Context: an optimization exercise on an open-source flow, tuned for small area. The choices shown serve that exercise and are no tape-out recipe. Function was checked by simulation only, so behaviour that the tests miss may differ from the original. No activity file was given, so power comes from the tool's default toggle rates.

==> v2 <==
==> flow/design.v <==
`default_nettype none
module ongorucu_bht (
    input  logic        clk,
    input  logic        rst,
    input  logic [31:0] getir_ps,
    input  logic [31:0] getir_buyruk,
    input  logic        getir_gecerli,
    input  logic [31:0] yurut_ps,
    input  logic [31:0] yurut_buyruk,
    input  logic        yurut_dallan,
    input  logic [31:0] yurut_dallan_ps,
    input  logic        yurut_gecerli,
    output logic        sonuc_dallan,
    output logic [31:0] sonuc_dallan_ps
);
    localparam logic [6:0] c_OP_B   = 7'b1100011;
    localparam logic [6:0] c_OP_JAL = 7'b1101111;
    logic [3:0]  r_bht        [32];
    logic [24:0] r_btb_tag    [32];
    logic [31:0] r_btb_target [32];
    logic        w_get_b, w_get_jal, w_sel_j, w_pred_b, w_hit;
    logic [31:0] w_opnd, w_sum;
    logic        w_upd, w_tupd;
    logic [31:0] w_gsel, w_ysel;
    logic        w_rd_dir;
    logic [1:0]  w_rd_dirs;
    logic [24:0] w_rd_tag;
    logic [31:0] w_rd_target;
    logic [3:0]  w_cw_old, w_cw_new;
    logic [1:0]  w_ctr_old, w_ctr_new;
    assign w_get_b   = (getir_buyruk[6:0] == c_OP_B);
    assign w_get_jal = (getir_buyruk[6:0] == c_OP_JAL);
    assign w_upd  = yurut_gecerli && (yurut_buyruk[6:0] == c_OP_B);
    assign w_tupd = w_upd && yurut_dallan;
    always_comb begin
        for (int i = 0; i < 32; i++) begin
            w_gsel[i] = (getir_ps[6:2] == 5'(i));
            w_ysel[i] = (yurut_ps[6:2] == 5'(i));
        end
    end
    logic [31:0] w_grp_target [11];
    logic [24:0] w_grp_tag    [11];
    logic [1:0]  w_grp_dirs   [11];
    always_comb begin
        for (int j = 0; j < 11; j++) begin
            w_grp_target[j] = '0;
            w_grp_tag[j]    = '0;
            w_grp_dirs[j]   = '0;
            for (int k = 0; k < 3; k++) begin
                if (3*j+k < 32) begin
                    w_grp_target[j] = w_grp_target[j] | ({32{w_gsel[3*j+k]}} & r_btb_target[3*j+k]);
                    w_grp_tag[j]    = w_grp_tag[j]    | ({25{w_gsel[3*j+k]}} & r_btb_tag[3*j+k]);
                    w_grp_dirs[j]   = w_grp_dirs[j]   |
                                      ({2{w_gsel[3*j+k]}} & {r_bht[3*j+k][3], r_bht[3*j+k][1]});
                end
            end
        end
        w_rd_target = (w_grp_target[0] | w_grp_target[1] | w_grp_target[2] | w_grp_target[3]) |
                      (w_grp_target[4] | w_grp_target[5] | w_grp_target[6] | w_grp_target[7]) |
                      (w_grp_target[8] | w_grp_target[9] | w_grp_target[10]);
        w_rd_tag    = (w_grp_tag[0] | w_grp_tag[1] | w_grp_tag[2] | w_grp_tag[3]) |
                      (w_grp_tag[4] | w_grp_tag[5] | w_grp_tag[6] | w_grp_tag[7]) |
                      (w_grp_tag[8] | w_grp_tag[9] | w_grp_tag[10]);
        w_rd_dirs   = (w_grp_dirs[0] | w_grp_dirs[1] | w_grp_dirs[2] | w_grp_dirs[3]) |
                      (w_grp_dirs[4] | w_grp_dirs[5] | w_grp_dirs[6] | w_grp_dirs[7]) |
                      (w_grp_dirs[8] | w_grp_dirs[9] | w_grp_dirs[10]);
    end
    assign w_rd_dir = getir_ps[7] ? w_rd_dirs[1] : w_rd_dirs[0];
    assign w_hit    = (w_rd_tag == getir_ps[31:7]);
    assign w_sel_j  = getir_gecerli && w_get_jal;
    assign w_pred_b = getir_gecerli && w_get_b && w_rd_dir && w_hit;
    assign w_opnd = w_sel_j ? {{11{getir_buyruk[31]}}, getir_buyruk[31], getir_buyruk[19:12],
                               getir_buyruk[20], getir_buyruk[30:21], 1'b0}
                            : 32'd4;
    assign w_sum  = getir_ps + w_opnd;
    assign sonuc_dallan    = w_sel_j || w_pred_b;
    assign sonuc_dallan_ps = w_pred_b ? w_rd_target : w_sum;
    logic [3:0] w_grp_cw [11];
    always_comb begin
        for (int j = 0; j < 11; j++) begin
            w_grp_cw[j] = '0;
            for (int k = 0; k < 3; k++)
                if (3*j+k < 32) w_grp_cw[j] = w_grp_cw[j] | ({4{w_ysel[3*j+k]}} & r_bht[3*j+k]);
        end
        w_cw_old = '0;
        for (int j = 0; j < 11; j++) w_cw_old = w_cw_old | w_grp_cw[j];
    end
    assign w_ctr_old = yurut_ps[7] ? w_cw_old[3:2] : w_cw_old[1:0];
    always_comb begin
        w_ctr_new = w_ctr_old;
        if (yurut_dallan) begin
            if (w_ctr_old != 2'b11) w_ctr_new = w_ctr_old + 2'b01;
        end else begin
            if (w_ctr_old != 2'b00) w_ctr_new = w_ctr_old - 2'b01;
        end
    end
    assign w_cw_new = rst         ? 4'b0101 :
                      yurut_ps[7] ? {w_ctr_new, w_cw_old[1:0]} : {w_cw_old[3:2], w_ctr_new};
    always_ff @(posedge clk) begin
        if (rst) begin
            for (int i = 0; i < 32; i++) r_bht[i] <= w_cw_new;
        end else if (w_upd) begin
            r_bht[yurut_ps[6:2]] <= w_cw_new;
        end
    end
    always_ff @(posedge clk) begin
        if (w_tupd) begin
            r_btb_tag[yurut_ps[6:2]]    <= yurut_ps[31:7];
            r_btb_target[yurut_ps[6:2]] <= yurut_dallan_ps;
        end
    end
endmodule
`default_nettype wire
==> flow/flow/run.sh <==
#!/bin/bash
# Own layout flow: the standard ORFS flow (standard.sh) with
#  - a plain &dch/&nf abc mapping (no speed-script resynthesis loops) in synthesis (flow/synth.tcl),
#  - the smallest buffer for the port buffers,
#  - one buffer per high-fanout net before repair_design (flow/preresize.tcl),
#  - clkbuf_8 sink clusters of up to 16 flops within 80 um and no dummy loads in clock tree synthesis.
# make's output goes to flow_make.log; ORFS keeps each step's log under orfs/logs.
set -euo pipefail
W=$(pwd)
export OWN_ABC_SCRIPT=$W/flow/abc_area_nf.script
bash "$W/standard.sh" \
  SYNTH_SCRIPT="$W/flow/synth.tcl" \
  BUFFER_PORTS_ARGS="-buffer_cell sky130_fd_sc_hd__buf_1" \
  PRE_RESIZE_TCL="$W/flow/preresize.tcl" \
  CTS_ARGS="-sink_clustering_enable -repair_clock_nets -dont_use_dummy_load -buf_list {sky130_fd_sc_hd__clkbuf_8} -sink_clustering_size 16 -sink_clustering_max_diameter 80" \
  finish > "$W/flow_make.log" 2>&1
==> flow/flow/abc_area_nf.script <==
&get -n
&st
&dch -f
&nf
&put
==> flow/flow/preresize.tcl <==
# Sourced by ORFS's resize step (PRE_RESIZE_TCL) before repair_design.
# Gives every signal net with 12 or more pins one buffer right after its
# driver (buf_4 for 45 or more pins, buf_2 below), so that repair_design, which
# would otherwise build a tree of many buffers per high-fanout net, only has to
# fix what is left. When the driver is the net's input-port buffer, that port
# buffer is resized instead of adding a second buffer behind it.
set pb_nets {}
foreach net [[ord::get_db_block] getNets] {
  if { [$net getSigType] ne "SIGNAL" } { continue }
  set npins [expr { [llength [$net getITerms]] + [llength [$net getBTerms]] }]
  if { $npins >= 12 } { lappend pb_nets [list [$net getName] $npins] }
}
set pb_ins 0
set pb_rep 0
foreach item $pb_nets {
  lassign $item name npins
  set cell [expr { $npins >= 45 ? "sky130_fd_sc_hd__buf_4" : "sky130_fd_sc_hd__buf_2" }]
  set dbnet [[ord::get_db_block] findNet $name]
  set drv ""
  foreach it [$dbnet getITerms] {
    if { [$it isOutputSignal] } { set drv [$it getInst] }
  }
  if { $drv ne "" && [string match "input*" [$drv getName]]
       && [[$drv getMaster] getName] eq "sky130_fd_sc_hd__buf_1" } {
    replace_cell [$drv getName] $cell
    incr pb_rep
    continue
  }
  set pattern [string map {"\\" "\\\\" "[" "\\[" "]" "\\]" "*" "\\*" "?" "\\?"} $name]
  set sta_net [get_nets -quiet $pattern]
  if { [llength $sta_net] != 1 } { continue }
  if { [catch { insert_buffer -net $sta_net -buffer_cell $cell } err] } {
    puts "preresize: skipped $name: $err"
  } else {
    incr pb_ins
  }
}
puts "preresize: inserted $pb_ins buffers, resized $pb_rep port buffers"
==> flow/flow/synth.tcl <==
# The standard synthesis (synth_recipe.tcl), with one change: the abc
# technology-mapping call uses a plain &dch/&nf mapping script (abc_area_nf.script)
# instead of ORFS's default speed script. Registers are untouched by abc.
proc synth {args} { yosys synth -nofsm -noshare {*}$args }
proc abc {args} {
  set i [lsearch -exact $args -script]
  if { $i >= 0 } {
    set args [lreplace $args $i [expr { $i + 1 }] -script $::env(OWN_ABC_SCRIPT)]
  }
  yosys abc {*}$args
}
source $::env(SCRIPTS_DIR)/synth.tcl
# left out here: clear keep_hierarchy, flatten, clean up, hide names made inside functions, write 1_2_yosys.v
==> flow/standard.sh <==
#!/bin/bash
# synth_recipe.tcl (not shown) runs the flow's synth.tcl, then flattens the netlist and writes it again
# the make line also repeats each setting of config.mk as NAME=value (left out here)
make -C /OpenROAD-flow-scripts/flow DESIGN_CONFIG=/design/flow/config.mk WORK_HOME=/design/flow/orfs CLKGATE_MAP_FILE= SYNTH_SCRIPT=/design/flow/synth_recipe.tcl "${@:-finish}"
==> flow/config.mk <==
export PLATFORM = sky130hd
export DESIGN_NAME = ongorucu_bht
export DESIGN_NICKNAME = ongorucu_bht
export VERILOG_FILES = /design/flow/design.v
export SDC_FILE = /design/flow/constraint.sdc
export NUM_CORES = 4
export LEC_CHECK = 0
export CAP_MARGIN = 20
export CORE_MARGIN = 2
export CORE_UTILIZATION = 60
export GPL_TIMING_DRIVEN = 0
export PLACE_DENSITY = 0.7
export SETUP_SLACK_MARGIN = 0.2
export SLEW_MARGIN = 20
==> flow/constraint.sdc <==
create_clock -name core_clock -period 8.0 [get_ports {clk}]
set_input_delay 1.6000 -clock core_clock [delete_from_list [all_inputs] [get_ports {clk}]]
set_output_delay 1.6000 -clock core_clock [all_outputs]
set_load 0.01 [all_outputs]
==> v1 (differences from v2) <==
--- a/flow/design.v
+++ b/flow/design.v
@@ -82,8 +82,9 @@
             for (int k = 0; k < 3; k++)
                 if (3*j+k < 32) w_grp_cw[j] = w_grp_cw[j] | ({4{w_ysel[3*j+k]}} & r_bht[3*j+k]);
         end
-        w_cw_old = '0;
-        for (int j = 0; j < 11; j++) w_cw_old = w_cw_old | w_grp_cw[j];
+        w_cw_old = (w_grp_cw[0] | w_grp_cw[1] | w_grp_cw[2] | w_grp_cw[3]) |
+                   (w_grp_cw[4] | w_grp_cw[5] | w_grp_cw[6] | w_grp_cw[7]) |
+                   (w_grp_cw[8] | w_grp_cw[9] | w_grp_cw[10]);
     end
     assign w_ctr_old = yurut_ps[7] ? w_cw_old[3:2] : w_cw_old[1:0];
     always_comb begin
--- a/flow/flow/run.sh
+++ b/flow/flow/run.sh
@@ -1,6 +1,6 @@
 #!/bin/bash
 # Own layout flow: the standard ORFS flow (standard.sh) with
-#  - a plain &dch/&nf abc mapping (no speed-script resynthesis loops) in synthesis (flow/synth.tcl),
+#  - a plain &dch/&nf -R 15 abc mapping (no speed-script resynthesis loops) in synthesis (flow/synth.tcl),
 #  - the smallest buffer for the port buffers,
 #  - one buffer per high-fanout net before repair_design (flow/preresize.tcl),
 #  - clkbuf_8 sink clusters of up to 16 flops within 80 um and no dummy loads in clock tree synthesis.
==> flow/flow/abc_area_nf.script (replaced) <==
&get -n
&st
&dch -f
&nf -R 15
&put
--- a/flow/flow/synth.tcl
+++ b/flow/flow/synth.tcl
@@ -1,5 +1,5 @@
 # The standard synthesis (synth_recipe.tcl), with one change: the abc
-# technology-mapping call uses a plain &dch/&nf mapping script (abc_area_nf.script)
+# technology-mapping call uses a plain &dch/&nf -R 15 mapping script (abc_area_nf.script)
 # instead of ORFS's default speed script. Registers are untouched by abc.
 proc synth {args} { yosys synth -nofsm -noshare {*}$args }
 proc abc {args} {
==> v39 (differences from v2) <==
==> flow/design.v (replaced) <==
`default_nettype none
module ongorucu_bht (
    input  logic        clk,
    input  logic        rst,
    input  logic [31:0] getir_ps,
    input  logic [31:0] getir_buyruk,
    input  logic        getir_gecerli,
    input  logic [31:0] yurut_ps,
    input  logic [31:0] yurut_buyruk,
    input  logic        yurut_dallan,
    input  logic [31:0] yurut_dallan_ps,
    input  logic        yurut_gecerli,
    output logic        sonuc_dallan,
    output logic [31:0] sonuc_dallan_ps
);
    localparam logic [6:0] c_OP_B   = 7'b1100011;
    localparam logic [6:0] c_OP_JAL = 7'b1101111;
    logic [3:0]  r_bht        [32];
    logic        r_btb_valid  [32];
    logic [24:0] r_btb_tag    [32];
    logic [31:0] r_btb_target [32];
    logic        w_get_b, w_get_jal, w_sel_j, w_pred_b, w_hit;
    logic [31:0] w_opnd, w_sum;
    logic        w_upd, w_tupd;
    logic [31:0] w_gsel, w_ysel;
    logic        w_rd_valid, w_rd_dir;
    logic [1:0]  w_rd_dirs;
    logic [24:0] w_rd_tag;
    logic [31:0] w_rd_target;
    logic [3:0]  w_cw_old, w_cw_new;
    logic [1:0]  w_ctr_old, w_ctr_new;
    assign w_get_b   = (getir_buyruk[6:0] == c_OP_B);
    assign w_get_jal = (getir_buyruk[6:0] == c_OP_JAL);
    assign w_upd  = yurut_gecerli && (yurut_buyruk[6:0] == c_OP_B);
    assign w_tupd = w_upd && yurut_dallan;
    always_comb begin
        for (int i = 0; i < 32; i++) begin
            w_gsel[i] = (getir_ps[6:2] == 5'(i));
            w_ysel[i] = (yurut_ps[6:2] == 5'(i));
        end
    end
    always_comb begin
        w_rd_valid  = 1'b0;
        w_rd_dirs   = '0;
        w_rd_tag    = '0;
        w_rd_target = '0;
        for (int i = 0; i < 32; i++) begin
            w_rd_valid  = w_rd_valid | (w_gsel[i] & r_btb_valid[i]);
            w_rd_dirs   = w_rd_dirs | ({2{w_gsel[i]}} & {r_bht[i][3], r_bht[i][1]});
            w_rd_tag    = w_rd_tag | ({25{w_gsel[i]}} & r_btb_tag[i]);
            w_rd_target = w_rd_target | ({32{w_gsel[i]}} & r_btb_target[i]);
        end
    end
    assign w_rd_dir = getir_ps[7] ? w_rd_dirs[1] : w_rd_dirs[0];
    assign w_hit    = w_rd_valid && (w_rd_tag == getir_ps[31:7]);
    assign w_sel_j  = getir_gecerli && w_get_jal;
    assign w_pred_b = getir_gecerli && w_get_b && w_rd_dir && w_hit;
    assign w_opnd = w_sel_j ? {{11{getir_buyruk[31]}}, getir_buyruk[31], getir_buyruk[19:12],
                               getir_buyruk[20], getir_buyruk[30:21], 1'b0}
                            : 32'd4;
    assign w_sum  = getir_ps + w_opnd;
    assign sonuc_dallan    = w_sel_j || w_pred_b;
    assign sonuc_dallan_ps = w_pred_b ? w_rd_target : w_sum;
    always_comb begin
        w_cw_old = '0;
        for (int i = 0; i < 32; i++)
            w_cw_old = w_cw_old | ({4{w_ysel[i]}} & r_bht[i]);
    end
    assign w_ctr_old = yurut_ps[7] ? w_cw_old[3:2] : w_cw_old[1:0];
    always_comb begin
        w_ctr_new = w_ctr_old;
        if (yurut_dallan) begin
            if (w_ctr_old != 2'b11) w_ctr_new = w_ctr_old + 2'b01;
        end else begin
            if (w_ctr_old != 2'b00) w_ctr_new = w_ctr_old - 2'b01;
        end
    end
    assign w_cw_new = yurut_ps[7] ? {w_ctr_new, w_cw_old[1:0]} : {w_cw_old[3:2], w_ctr_new};
    always_ff @(posedge clk) begin
        if (rst) begin
            for (int i = 0; i < 32; i++) begin
                r_bht[i]       <= 4'b0101;
                r_btb_valid[i] <= 1'b0;
            end
        end else if (w_upd) begin
            r_bht[yurut_ps[6:2]] <= w_cw_new;
            if (yurut_dallan) r_btb_valid[yurut_ps[6:2]] <= 1'b1;
        end
    end
    always_ff @(posedge clk) begin
        if (w_tupd) begin
            r_btb_tag[yurut_ps[6:2]]    <= yurut_ps[31:7];
            r_btb_target[yurut_ps[6:2]] <= yurut_dallan_ps;
        end
    end
endmodule
`default_nettype wire
==> flow/flow/run.sh (replaced) <==
#!/bin/bash
# Own layout flow: the standard ORFS flow (standard.sh) with
#  - a plain &dch/&nf abc mapping (no speed-script resynthesis loops) in synthesis (flow/synth.tcl),
#  - the smallest buffer for the port buffers,
#  - clkbuf_8 sink clusters of up to 16 flops and no dummy loads in clock tree synthesis.
# make's output goes to flow_make.log; ORFS keeps each step's log under orfs/logs.
set -euo pipefail
W=$(pwd)
export OWN_ABC_SCRIPT=$W/flow/abc_area_nf.script
bash "$W/standard.sh" \
  SYNTH_SCRIPT="$W/flow/synth.tcl" \
  BUFFER_PORTS_ARGS="-buffer_cell sky130_fd_sc_hd__buf_1" \
  CTS_ARGS="-sink_clustering_enable -repair_clock_nets -dont_use_dummy_load -buf_list {sky130_fd_sc_hd__clkbuf_8} -sink_clustering_size 16 -sink_clustering_max_diameter 50" \
  finish > "$W/flow_make.log" 2>&1
removed: flow/flow/preresize.tcl
==> summary.txt <==
status=timing/DRC/antenna clean; crit-path max FO=35; Net Switching=0.003664 W; met1 Use GR=51.44%; Post-Route WL=237300 um; max incr delay on CP=640 ps; Die Area=124400 um2; antenna violations before repair=18; Reg2Reg Launch Point=r_bht[2][1]; Post-Syn Instances=4102; clk slew on worst S/H paths=70 ps; hold path startpoint=r_btb_valid[18]; met1 WL=81410 um; Signal buf overhead=under 10%; non-filler instance count after layout=between 6000 and 7000; clock group share of total power=28.4%
# the run above: v39

==> summary.txt <==
critical path endpoint=sonuc_dallan_ps[9]; Seq pwr share=between 60% and 70%; type of the worst setup path=primary input to output pin; hold path startpoint=yurut_dallan_ps[7]; met1 WL=74840 um; clk slew on worst S/H paths=100 ps; Signal buf overhead=2.311%; Post-Syn Instances=3392; Net Switching=approximately 0.0035 W; Die Area=119700 um2; met1 Use GR=50.11%; max incr delay on CP=590 ps; Post-Route WL=~210000 um; crit-path max FO=59; Hold Slack=1158 ps; status=timing/DRC/antenna clean; inverters=2; clock group share of total power=between 20% and 30%; Reg2Reg Launch Point=r_bht[19][2]
# the run above: v1

==> summary.txt <==
status=timing/DRC/antenna clean; post-synth cell types=51; crit-path max FO=57; Net Switching=0.003572 W; period utilization=between 90% and 100%; met1 Use GR=about half; Hold Slack=999.1 ps; clk slew on worst S/H paths=110 ps; max incr delay on CP=about 760 ps; # Max-Cap Violations=0; antenna violations before repair=19; clock group share of total power=between 20% and 30%; met1 WL=75900 um; top post-synthesis cells by count=1952 x edfxtp_1, 565 x a222oi_1, 225 x nand3_1, 153 x nand4_1, 63 x nor2_1; Synth Warn #=5; Post-Syn Instances=around 3600; commonest non-fill, non-tap cell in the layout=edfxtp_1; DR vias/cell=7.812; hold path startpoint=r_bht[23][0]; Die Area=between 100000 and 150000 um2
# the run above: v2

-- afterwards: timing with drivers on the ports --
No port has a modelled driver above. Below, the same layouts with a new extraction and two added sets of constraints. Step 1 sets driving cells, clkbuf_16 on the clock port and buf_2 on the other inputs (assumed; they add their load-dependent delay and slew). Step 2, shift: input delay + t, output delay - t, t = (earliest + latest rising clock arrival at the registers) / 2. This alone moves slack from input paths to output paths. a / b / c = ideal / step 1 / step 2; a / b = the first two.
| run | t, ns | setup slack, ns | worst data-port slew with drivers (ns) | pins driven straight from the clock port |
|---|---|---|---|---|
| v2 | 0.971 | 0.112 / 0.088 / 0.088 | 0.19 | 1 |
| v1 | 0.943 | 0.118 / 0.086 / 0.086 | 0.18 | 1 |
| v39 | 0.925 | 0.203 / 0.159 / 0.159 | 0.19 | 1 |
After both steps every run listed still meets setup and hold. For v39, which loses most, drivers alone change the setup slack by -0.044 ns; drivers and shift together by -0.044 ns.
